Background: an optimization exercise with open tools, aiming at small area, a short achievable clock period and few clock cycles per item. Do not read the settings as production practice. Function was checked by simulation only, so behaviour that the tests miss may differ from the original.

==> wip/sierra <==
## mini_mips8_instruction_execute
module mini_mips8_instruction_execute (
  input  logic              clk,
  input  logic              rst_n,
  input  logic              in_valid,
  output logic              in_ready,
  input  logic [1:0]        in_op,
  input  logic [15:0]       in_instr_word,
  input  logic [7:0]        in_host_addr,
  input  logic signed [7:0] in_host_data,
  output logic              out_valid,
  input  logic              out_ready,
  output logic [7:0]        out_next_pc,
  output logic              out_reg_write_done,
  output logic [2:0]        out_reg_dest,
  output logic signed [7:0] out_reg_value,
  output logic              out_mem_write_done,
  output logic              out_alu_overflow,
  output logic signed [7:0] out_read_data
);
  logic rst_r;           
  logic        sk_e;     
  logic [1:0]  sk_op;
  logic [15:0] sk_p;
  logic        r_v;
  logic [1:0]  r_op;
  logic [15:0] r_p;
  logic        e_v;
  mm8_pkg::ctl_t        e_ctl;
  logic [7:0]  e_a, e_b, e_imm;
  logic [2:0]  e_dest;
  logic        e_fma, e_fwa, e_fmb, e_fwb;    
  logic        m_v;
  logic        m_wr, m_load, m_memwr, m_mrd, m_rrd, m_ovf, m_taken, m_jump, m_exec;
  logic [2:0]  m_dest;
  logic [7:0]  m_val, m_addr, m_pcimm;
  logic        o_v, o_wr, o_memwr, o_ovf;
  logic [2:0]  o_dest;
  logic [7:0]  o_val, o_rdata, pc;
  logic [7:0]    rf [8];
  logic [2047:0] dm;
  logic        acc, adv, r_go, r_ld, haz;
  assign adv  = ~o_v | out_ready;
  assign acc  = in_valid & sk_e;
  assign r_go = r_v & adv & ~haz;
  assign r_ld = ~r_v | r_go;
  always_ff @(posedge clk) begin
    rst_r <= ~rst_n;
    if (!rst_n) begin
      sk_e <= 1'b1;
      r_v  <= 1'b0;
      e_v  <= 1'b0;
      m_v  <= 1'b0;
      o_v  <= 1'b0;
      pc   <= 8'd0;
    end else begin
      sk_e <= sk_e ? (r_ld | ~in_valid) : r_ld;
      if (r_ld) r_v <= ~sk_e | in_valid;
      if (adv) begin
        e_v <= r_go;
        m_v <= e_v;
        o_v <= m_v;
        if (m_v && m_exec) begin
          if (m_jump)       pc <= m_pcimm;
          else if (m_taken) pc <= pc + 8'd1 + {{2{m_pcimm[5]}}, m_pcimm[5:0]};
          else              pc <= pc + 8'd1;
        end
      end
    end
  end
  ...
==> flow/config.mk <==
export PLATFORM = sky130hd
export DESIGN_NAME = mini_mips8_instruction_execute
export DESIGN_NICKNAME = mini_mips8_instruction_execute
export VERILOG_FILES = /design/flow/design.v
export SDC_FILE = /design/flow/constraint.sdc
export NUM_CORES = 4
export LEC_CHECK = 0
export ABC_CLOCK_PERIOD_IN_PS = 3000
export CAP_MARGIN = 20
export CORE_MARGIN = 2
export CORE_UTILIZATION = 40
export CTS_CLUSTER_DIAMETER = 100
export CTS_CLUSTER_SIZE = 30
export SETUP_SLACK_MARGIN = 4.0
export SLEW_MARGIN = 20
==> flow/constraint.sdc <==
create_clock -name core_clock -period 7.0 [get_ports {clk}]
set_input_delay 1.4000 -clock core_clock [delete_from_list [all_inputs] [get_ports {clk}]]
set_output_delay 1.4000 -clock core_clock [all_outputs]
set_load 0.01 [all_outputs]
run.sh (not shown) runs the stock make flow with config.mk's settings and CLKGATE_MAP_FILE= SYNTH_SCRIPT=/design/flow/synth_recipe.tcl, a recipe that flattens the netlist after the stock synthesis.
==> wip/garnet: changes against wip/sierra <==
--- a/flow/design.v
+++ b/flow/design.v
@@ -37,43 +37,64 @@
     logic       mrd;        
     logic       rrd;        
   } ctl_t;
 endpackage
 module mm8_exe (
   input  mm8_pkg::ctl_t ctl,
   input  logic [7:0]    a,          
   input  logic [7:0]    b,          
+  input  logic [7:0]    bop,        
+  input  logic          sub,        
   input  logic [7:0]    imm,        
   output logic          wr,         
   output logic          ovf,
   output logic [7:0]    val,        
   output logic [7:0]    addr,       
   output logic          memwr,
   output logic          taken       
 );
-  logic       sub, use_imm, addsub;
-  logic [7:0] bop, lres;
-  logic [8:0] sum;
-  assign sub     = (ctl.rtype & ctl.fn_sub) | ctl.beq;
+  logic       use_imm, addsub;
+  logic [7:0] lres, sum, p, g;
+  logic [8:0] c;
   assign use_imm = ctl.addi | ctl.lw | ctl.sw;
   assign addsub  = ctl.rtype & ~ctl.fn_and & ~ctl.fn_or;
-  assign bop     = use_imm ? {{2{imm[5]}}, imm[5:0]} : (sub ? ~b : b);
-  assign sum     = {a[7], a} + {bop[7], bop} + {8'd0, sub};
-  assign ovf     = (sum[8] ^ sum[7]) & (addsub | use_imm | ctl.beq);
-  assign lres    = ctl.fn_and ? (a & b) : (a | b);
+  assign p = a ^ bop;
+  assign g = a & bop;
+  always_comb begin
+    logic [7:0] gg, pp, g1, p1, g2, p2, g4;
+    gg = g;
+    pp = p;
+    gg[0] = g[0] | (p[0] & sub);
+    for (int i = 0; i < 8; i++) begin
+      g1[i] = (i >= 1) ? (gg[i] | (pp[i] & gg[i-1])) : gg[i];
+      p1[i] = (i >= 1) ? (pp[i] & pp[i-1]) : pp[i];
+    end
+    for (int i = 0; i < 8; i++) begin
+      g2[i] = (i >= 2) ? (g1[i] | (p1[i] & g1[i-2])) : g1[i];
+      p2[i] = (i >= 2) ? (p1[i] & p1[i-2]) : p1[i];
+    end
+    for (int i = 0; i < 8; i++) begin
+      g4[i] = (i >= 4) ? (g2[i] | (p2[i] & g2[i-4])) : g2[i];
+    end
+    c[0] = sub;
+    for (int i = 0; i < 8; i++) c[i+1] = g4[i];
+  end
+  assign sum = p ^ c[7:0];
+  assign ovf  = (c[8] ^ c[7]) & (addsub | use_imm | ctl.beq);
+  assign lres = ctl.fn_and ? (a & b) : (a | b);
   always_comb begin
     val = 8'd0;
-    if (ctl.rtype)            val = (ctl.fn_and | ctl.fn_or) ? lres : sum[7:0];
-    else if (ctl.addi)        val = sum[7:0];
+    if (ctl.rtype)             val = (ctl.fn_and | ctl.fn_or) ? lres : sum;
+    else if (ctl.addi)         val = sum;
     else if (ctl.sw | ctl.mwr) val = b;
-    else if (ctl.rrd)         val = a;
+    else if (ctl.rrd)          val = a;
   end
   assign wr    = (ctl.rtype | ctl.rzero | ctl.addi | ctl.lw) & ~ovf;
-  assign addr  = ctl.hmem ? a : sum[7:0];
+  assign addr  = ctl.hmem ? a : sum;
   assign memwr = ctl.mwr | (ctl.sw & ~ovf);
   assign taken = ctl.beq & (a == b);
 endmodule
 module mini_mips8_instruction_execute (
   input  logic              clk,
   input  logic              rst_n,
   input  logic              in_valid,
   output logic              in_ready,
@@ -96,22 +117,26 @@
   logic [1:0]  sk_op;
   logic [15:0] sk_p;
   logic        r_v;
   logic [1:0]  r_op;
   logic [15:0] r_p;
   logic        e_v;
   mm8_pkg::ctl_t        e_ctl;
   logic [7:0]  e_a, e_b, e_imm;
+  logic [7:0]  e_bop;         
+  logic        e_sub;         
+  logic        e_fmo, e_fwo;  
   logic [2:0]  e_dest;
   logic        e_fma, e_fwa, e_fmb, e_fwb;    
   logic        m_v;
   logic        m_wr, m_load, m_memwr, m_mrd, m_rrd, m_ovf, m_taken, m_jump, m_exec;
   logic [2:0]  m_dest;
-  logic [7:0]  m_val, m_addr, m_pcimm;
+  logic [7:0]  m_val, m_pcimm;
+  logic [15:0] m_lo, m_hi;      
   logic        o_v, o_wr, o_memwr, o_ovf;
   logic [2:0]  o_dest;
   logic [7:0]  o_val, o_rdata, pc;
   logic [7:0]    rf [8];
   logic [2047:0] dm;
   logic        acc, adv, r_go, r_ld, haz;
   assign adv  = ~o_v | out_ready;
   assign acc  = in_valid & sk_e;
@@ -183,91 +208,149 @@
   assign r_usea = r_ctl.rtype | r_ctl.addi | r_ctl.lw | r_ctl.sw | r_ctl.beq | r_ctl.rrd;
   assign r_useb = r_ctl.rtype | r_ctl.sw | r_ctl.beq;
   assign r_wrc  = e_ctl.rtype | e_ctl.rzero | e_ctl.addi | e_ctl.lw;
   assign haz = e_v & e_ctl.lw & ((r_usea & (e_dest == r_rs)) | (r_useb & (e_dest == r_rt)));
   assign r_a = r_ctl.hmem ? mm8_pkg::item_haddr(r_p) :
                (o_v & o_wr & (o_dest == r_rs)) ? o_val : rf[r_rs];
   assign r_b = r_ctl.mwr ? r_p[7:0] :
                (o_v & o_wr & (o_dest == r_rt)) ? o_val : rf[r_rt];
+  logic       r_sub, r_useo;
+  logic [7:0] r_bop;
+  assign r_sub  = (r_ctl.rtype & r_ctl.fn_sub) | r_ctl.beq;
+  assign r_useo = r_ctl.rtype | r_ctl.beq;
+  assign r_bop = (r_ctl.addi | r_ctl.lw | r_ctl.sw) ? {{2{r_p[5]}}, r_p[5:0]} :
+                 (r_sub ? ~r_b : r_b);
   always_ff @(posedge clk) begin
-    if (adv) begin
+    if (!rst_n) begin
+      e_ctl  <= '0;
+      e_a    <= '0;
+      e_b    <= '0;
+      e_bop  <= '0;
+      e_sub  <= 1'b0;
+      e_fmo  <= 1'b0;
+      e_fwo  <= 1'b0;
+      e_imm  <= '0;
+      e_dest <= '0;
+      e_fma  <= 1'b0;
+      e_fmb  <= 1'b0;
+      e_fwa  <= 1'b0;
+      e_fwb  <= 1'b0;
+    end else if (adv) begin
       e_ctl  <= r_ctl;
       e_a    <= r_a;
       e_b    <= r_b;
+      e_bop  <= r_bop;
+      e_sub  <= r_sub;
       e_imm  <= r_p[7:0];
       e_dest <= r_dest;
       e_fma  <= r_usea & e_v & r_wrc & (e_dest == r_rs);
       e_fmb  <= r_useb & e_v & r_wrc & (e_dest == r_rt);
       e_fwa  <= r_usea & m_v & m_wr & (m_dest == r_rs);
       e_fwb  <= r_useb & m_v & m_wr & (m_dest == r_rt);
+      e_fmo  <= r_useo & e_v & r_wrc & (e_dest == r_rt);
+      e_fwo  <= r_useo & m_v & m_wr & (m_dest == r_rt);
     end
   end
   logic [7:0] x_a, x_b, x_val, x_addr;
   logic       x_wr, x_ovf, x_memwr, x_taken;
   assign x_a = (e_fma & m_wr) ? m_val : (e_fwa ? o_val : e_a);
   assign x_b = (e_fmb & m_wr) ? m_val : (e_fwb ? o_val : e_b);
+  logic [7:0] x_bop;
+  assign x_bop = (e_fmo & m_wr) ? (m_val ^ {8{e_sub}}) : (e_fwo ? (o_val ^ {8{e_sub}}) : e_bop);
   mm8_exe u_exe (
     .ctl   (e_ctl),
     .a     (x_a),
     .b     (x_b),
+    .bop   (x_bop),
+    .sub   (e_sub),
     .imm   (e_imm),
     .wr    (x_wr),
     .ovf   (x_ovf),
     .val   (x_val),
     .addr  (x_addr),
     .memwr (x_memwr),
     .taken (x_taken)
   );
   always_ff @(posedge clk) begin
-    if (adv) begin
+    if (!rst_n) begin
+      m_wr    <= 1'b0;
+      m_load  <= 1'b0;
+      m_memwr <= 1'b0;
+      m_mrd   <= 1'b0;
+      m_rrd   <= 1'b0;
+      m_ovf   <= 1'b0;
+      m_taken <= 1'b0;
+      m_jump  <= 1'b0;
+      m_exec  <= 1'b0;
+      m_dest  <= '0;
+      m_val   <= '0;
+      m_lo    <= '1;    
+      m_hi    <= '1;
+      m_pcimm <= '0;
+    end else if (adv) begin
       m_wr    <= x_wr;
       m_load  <= e_ctl.lw;
       m_memwr <= x_memwr;
       m_mrd   <= e_ctl.mrd;
       m_rrd   <= e_ctl.rrd;
       m_ovf   <= x_ovf;
       m_taken <= x_taken;
       m_jump  <= e_ctl.jump;
       m_exec  <= e_ctl.exec;
       m_dest  <= e_dest;
       m_val   <= x_val;
-      m_addr  <= x_addr;
+      m_lo    <= 16'd1 << x_addr[3:0];
+      m_hi    <= 16'd1 << x_addr[7:4];
       m_pcimm <= e_imm;
     end
   end
-  logic [7:0] dm_q, dm_wd;
-  logic       dm_we;
-  assign dm_q  = dm[{m_addr, 3'b000} +: 8];
-  assign dm_we = m_v & m_memwr;
-  assign dm_wd = rst_r ? 8'd0 : m_val;
-  logic [15:0] dm_hi, dm_lo;
+  logic [7:0]  dm_q;
+  logic        dm_we;
+  logic [7:0]  dm_grp [16];    
+  logic [15:0] dm_hw, dm_lw;   
+  logic [7:0]  dm_wd [16];     
+  assign dm_we = rst_r | (m_v & m_memwr);
   always_comb begin
+    dm_q = 8'd0;
     for (int j = 0; j < 16; j++) begin
-      dm_hi[j] = rst_r | (dm_we & (m_addr[7:4] == 4'(j)));
-      dm_lo[j] = rst_r | (m_addr[3:0] == 4'(j));
+      dm_grp[j] = 8'd0;
+      for (int k = 0; k < 16; k++) begin
+        dm_grp[j] = dm_grp[j] | ({8{m_lo[k]}} & dm[8*(16*j+k) +: 8]);
+      end
+      dm_q     = dm_q | ({8{m_hi[j]}} & dm_grp[j]);
+      dm_hw[j] = dm_we & m_hi[j];
+      dm_lw[j] = m_lo[j];
+      dm_wd[j] = m_val & {8{dm_hw[j]}};
     end
   end
   for (genvar i = 0; i < 256; i++) begin : g_dm
     always_ff @(posedge clk) begin
-      if (dm_hi[i/16] && dm_lo[i%16]) dm[8*i +: 8] <= dm_wd;
+      if (dm_hw[i/16] && dm_lw[i%16]) dm[8*i +: 8] <= dm_wd[i/16];
     end
   end
   always_ff @(posedge clk) begin
-    if (adv) begin
+    if (!rst_n) begin
+      o_wr    <= 1'b0;
+      o_dest  <= '0;
+      o_val   <= '0;
+      o_memwr <= 1'b0;
+      o_ovf   <= 1'b0;
+      o_rdata <= '0;
+    end else if (adv) begin
       o_wr    <= m_wr;
       o_dest  <= m_wr ? m_dest : 3'd0;
       o_val   <= m_wr ? (m_load ? dm_q : m_val) : 8'd0;
       o_memwr <= m_memwr;
       o_ovf   <= m_ovf;
       o_rdata <= m_mrd ? dm_q : (m_rrd ? m_val : 8'd0);
     end
   end
   logic [7:0] rf_wd;
-  assign rf_wd = rst_r ? 8'd0 : o_val;
+  assign rf_wd = o_val;    
   for (genvar j = 0; j < 8; j++) begin : g_rf
     always_ff @(posedge clk) begin
       if (rst_r || (o_v && o_wr && (o_dest == 3'(j)))) rf[j] <= rf_wd;
     end
   end
   assign in_ready           = sk_e;
   assign out_valid          = o_v;
   assign out_next_pc        = pc;
==> flow/flow/run.sh (new file) <==
#!/bin/bash
# The standard layout with two changes:
# - synthesis leaves adders to abc: ADDER_MAP_FILE is emptied so Yosys does not box full and
#   half adders, which hides their delay from abc's mapping. Registers, their names and types
#   are those of the standard synthesis.
# - every input and output port still gets its own buffer, a buf_4 rather than the delay cell
#   buffer_ports picks by default.
set -euo pipefail
bash standard.sh ADDER_MAP_FILE= "BUFFER_PORTS_ARGS=-buffer_cell sky130_fd_sc_hd__buf_4" finish > orfs_make.log 2>&1
==> flow/standard.sh (new file) <==
#!/bin/bash
# synth_recipe.tcl (not shown) runs the flow's synth.tcl, then flattens the netlist and writes it again
# the make line also repeats each setting of config.mk as NAME=value (left out here)
make -C /OpenROAD-flow-scripts/flow DESIGN_CONFIG=/design/flow/config.mk WORK_HOME=/design/flow/orfs CLKGATE_MAP_FILE= SYNTH_SCRIPT=/design/flow/synth_recipe.tcl "${@:-finish}"
Settings changed: ABC_CLOCK_PERIOD_IN_PS 3000 to 2500, CORE_UTILIZATION 40 to 65, CTS_CLUSTER_DIAMETER 100 to 80, CTS_CLUSTER_SIZE 30 to 25, PLACE_DENSITY from default to 0.75, TNS_END_PERCENT from default to 10.
removed: flow/run.sh
==> wip/maple: changes against wip/sierra <==
--- a/flow/design.v
+++ b/flow/design.v
@@ -46,34 +46,55 @@
   output logic          wr,         
   output logic          ovf,
   output logic [7:0]    val,        
   output logic [7:0]    addr,       
   output logic          memwr,
   output logic          taken       
 );
   logic       sub, use_imm, addsub;
-  logic [7:0] bop, lres;
-  logic [8:0] sum;
+  logic [7:0] bop, lres, sum, p, g;
+  logic [8:0] c;
   assign sub     = (ctl.rtype & ctl.fn_sub) | ctl.beq;
   assign use_imm = ctl.addi | ctl.lw | ctl.sw;
   assign addsub  = ctl.rtype & ~ctl.fn_and & ~ctl.fn_or;
   assign bop     = use_imm ? {{2{imm[5]}}, imm[5:0]} : (sub ? ~b : b);
-  assign sum     = {a[7], a} + {bop[7], bop} + {8'd0, sub};
-  assign ovf     = (sum[8] ^ sum[7]) & (addsub | use_imm | ctl.beq);
-  assign lres    = ctl.fn_and ? (a & b) : (a | b);
+  assign p = a ^ bop;
+  assign g = a & bop;
+  always_comb begin
+    logic [7:0] gg, pp, g1, p1, g2, p2, g4;
+    gg = g;
+    pp = p;
+    gg[0] = g[0] | (p[0] & sub);
+    for (int i = 0; i < 8; i++) begin
+      g1[i] = (i >= 1) ? (gg[i] | (pp[i] & gg[i-1])) : gg[i];
+      p1[i] = (i >= 1) ? (pp[i] & pp[i-1]) : pp[i];
+    end
+    for (int i = 0; i < 8; i++) begin
+      g2[i] = (i >= 2) ? (g1[i] | (p1[i] & g1[i-2])) : g1[i];
+      p2[i] = (i >= 2) ? (p1[i] & p1[i-2]) : p1[i];
+    end
+    for (int i = 0; i < 8; i++) begin
+      g4[i] = (i >= 4) ? (g2[i] | (p2[i] & g2[i-4])) : g2[i];
+    end
+    c[0] = sub;
+    for (int i = 0; i < 8; i++) c[i+1] = g4[i];
+  end
+  assign sum = p ^ c[7:0];
+  assign ovf  = (c[8] ^ c[7]) & (addsub | use_imm | ctl.beq);
+  assign lres = ctl.fn_and ? (a & b) : (a | b);
   always_comb begin
     val = 8'd0;
-    if (ctl.rtype)            val = (ctl.fn_and | ctl.fn_or) ? lres : sum[7:0];
-    else if (ctl.addi)        val = sum[7:0];
+    if (ctl.rtype)             val = (ctl.fn_and | ctl.fn_or) ? lres : sum;
+    else if (ctl.addi)         val = sum;
     else if (ctl.sw | ctl.mwr) val = b;
-    else if (ctl.rrd)         val = a;
+    else if (ctl.rrd)          val = a;
   end
   assign wr    = (ctl.rtype | ctl.rzero | ctl.addi | ctl.lw) & ~ovf;
-  assign addr  = ctl.hmem ? a : sum[7:0];
+  assign addr  = ctl.hmem ? a : sum;
   assign memwr = ctl.mwr | (ctl.sw & ~ovf);
   assign taken = ctl.beq & (a == b);
 endmodule
 module mini_mips8_instruction_execute (
   input  logic              clk,
   input  logic              rst_n,
   input  logic              in_valid,
   output logic              in_ready,
@@ -101,17 +122,18 @@
   logic        e_v;
   mm8_pkg::ctl_t        e_ctl;
   logic [7:0]  e_a, e_b, e_imm;
   logic [2:0]  e_dest;
   logic        e_fma, e_fwa, e_fmb, e_fwb;    
   logic        m_v;
   logic        m_wr, m_load, m_memwr, m_mrd, m_rrd, m_ovf, m_taken, m_jump, m_exec;
   logic [2:0]  m_dest;
-  logic [7:0]  m_val, m_addr, m_pcimm;
+  logic [7:0]  m_val, m_pcimm;
+  logic [15:0] m_lo, m_hi;      
   logic        o_v, o_wr, o_memwr, o_ovf;
   logic [2:0]  o_dest;
   logic [7:0]  o_val, o_rdata, pc;
   logic [7:0]    rf [8];
   logic [2047:0] dm;
   logic        acc, adv, r_go, r_ld, haz;
   assign adv  = ~o_v | out_ready;
   assign acc  = in_valid & sk_e;
@@ -225,35 +247,43 @@
       m_mrd   <= e_ctl.mrd;
       m_rrd   <= e_ctl.rrd;
       m_ovf   <= x_ovf;
       m_taken <= x_taken;
       m_jump  <= e_ctl.jump;
       m_exec  <= e_ctl.exec;
       m_dest  <= e_dest;
       m_val   <= x_val;
-      m_addr  <= x_addr;
+      m_lo    <= 16'd1 << x_addr[3:0];
+      m_hi    <= 16'd1 << x_addr[7:4];
       m_pcimm <= e_imm;
     end
   end
-  logic [7:0] dm_q, dm_wd;
-  logic       dm_we;
-  assign dm_q  = dm[{m_addr, 3'b000} +: 8];
+  logic [7:0]  dm_q;
+  logic        dm_we;
+  logic [7:0]  dm_grp [16];    
+  logic [15:0] dm_hw, dm_lw;   
+  logic [7:0]  dm_wd [16];     
   assign dm_we = m_v & m_memwr;
-  assign dm_wd = rst_r ? 8'd0 : m_val;
-  logic [15:0] dm_hi, dm_lo;
   always_comb begin
+    dm_q = 8'd0;
     for (int j = 0; j < 16; j++) begin
-      dm_hi[j] = rst_r | (dm_we & (m_addr[7:4] == 4'(j)));
-      dm_lo[j] = rst_r | (m_addr[3:0] == 4'(j));
+      dm_grp[j] = 8'd0;
+      for (int k = 0; k < 16; k++) begin
+        dm_grp[j] = dm_grp[j] | ({8{m_lo[k]}} & dm[8*(16*j+k) +: 8]);
+      end
+      dm_q     = dm_q | ({8{m_hi[j]}} & dm_grp[j]);
+      dm_hw[j] = rst_r | (dm_we & m_hi[j]);
+      dm_lw[j] = rst_r | m_lo[j];
+      dm_wd[j] = m_val & {8{dm_we & m_hi[j] & ~rst_r}};
     end
   end
   for (genvar i = 0; i < 256; i++) begin : g_dm
     always_ff @(posedge clk) begin
-      if (dm_hi[i/16] && dm_lo[i%16]) dm[8*i +: 8] <= dm_wd;
+      if (dm_hw[i/16] && dm_lw[i%16]) dm[8*i +: 8] <= dm_wd[i/16];
     end
   end
   always_ff @(posedge clk) begin
     if (adv) begin
       o_wr    <= m_wr;
       o_dest  <= m_wr ? m_dest : 3'd0;
       o_val   <= m_wr ? (m_load ? dm_q : m_val) : 8'd0;
       o_memwr <= m_memwr;
Settings changed: ABC_CLOCK_PERIOD_IN_PS 3000 to 2500, CORE_UTILIZATION 40 to 65, CTS_CLUSTER_DIAMETER 100 to 80, CTS_CLUSTER_SIZE 30 to 25, PLACE_DENSITY from default to 0.75.
==> results by group <==
Routing
  • Routed vias: 57900
  • Met3 WL: 57600 microns

Outcome
  • Status: no timing/DRC/antenna violations

Setup path
  • CP bufs+invs: 0

Logic synthesis
  • Netlist cell types: 69
  • Synthesized instance count: 5186

Timing
  • Max Freq: 0.282 GHz

Global route
  • Met1 usage: 53.1%
(the above is from wip/maple)
==> results by group <==
Setup path
  • CP delay by family, top: multiplexers

Routing
  • Routed vias: 47500
  • Met3 WL: 23900 microns

Outcome
  • Status: no timing/DRC/antenna violations

Logic synthesis
  • Synthesized instance count: 4590

Hold path
  • Endpoint, Worst Hold: m_pcimm[6]$_DFFE_PN_

Timing
  • Max Freq: 0.279 GHz
(the above is from wip/sierra)
==> results by group <==
Setup path
  • CP bufs+invs: 2

Global route
  • Met1 usage: 52.0%

Logic synthesis
  • Synthesized instance count: 5606
  • Netlist cell types: 87
  • Multiplexer share of the synthesized area: 1.20%

Routing
  • Routed vias: 56700

Outcome
  • Status: no timing/DRC/antenna violations
(the above is from wip/garnet)
Testbench counts of wip/sierra, summed over its fixed seeds: cycles 20,390, items 20,000.
Testbench counts of wip/garnet, summed over its fixed seeds: cycles 20,390, items 20,000.
Testbench counts of wip/maple, summed over its fixed seeds: cycles 20,390, items 20,000.

==> separate check: timing with driven ports <==
No port has a modelled driver above. Below, the same layouts with a new extraction and two added sets of constraints. Step 1, drivers: a clkbuf_16 drives clk and a buf_2 each remaining input, both assumed. Step 2 moves the port delays by t, midway between the first and last clock arrival at a register: inputs arrive t later, outputs are due t later. That takes back most of the time a late clock gives input paths. Three values: no drivers, after step 1, after step 2; two values: the first two.
run	t (ns)	setup slack, ns	worst setup path at the end	latest minus earliest clock arrival (ns)
wip/sierra	0.867	3.419 / 3.419 / 3.419	register to register	0.051 / 0.051
wip/garnet	0.853	3.587 / 3.587 / 3.114	input to register	0.050 / 0.051
wip/maple	0.874	3.449 / 3.449 / 3.415	input to register	0.058 / 0.058
After both steps every run listed still meets setup and hold. The setup slack of wip/garnet, which loses most, moves by 0.000 ns with the drivers and by -0.473 ns with both steps.
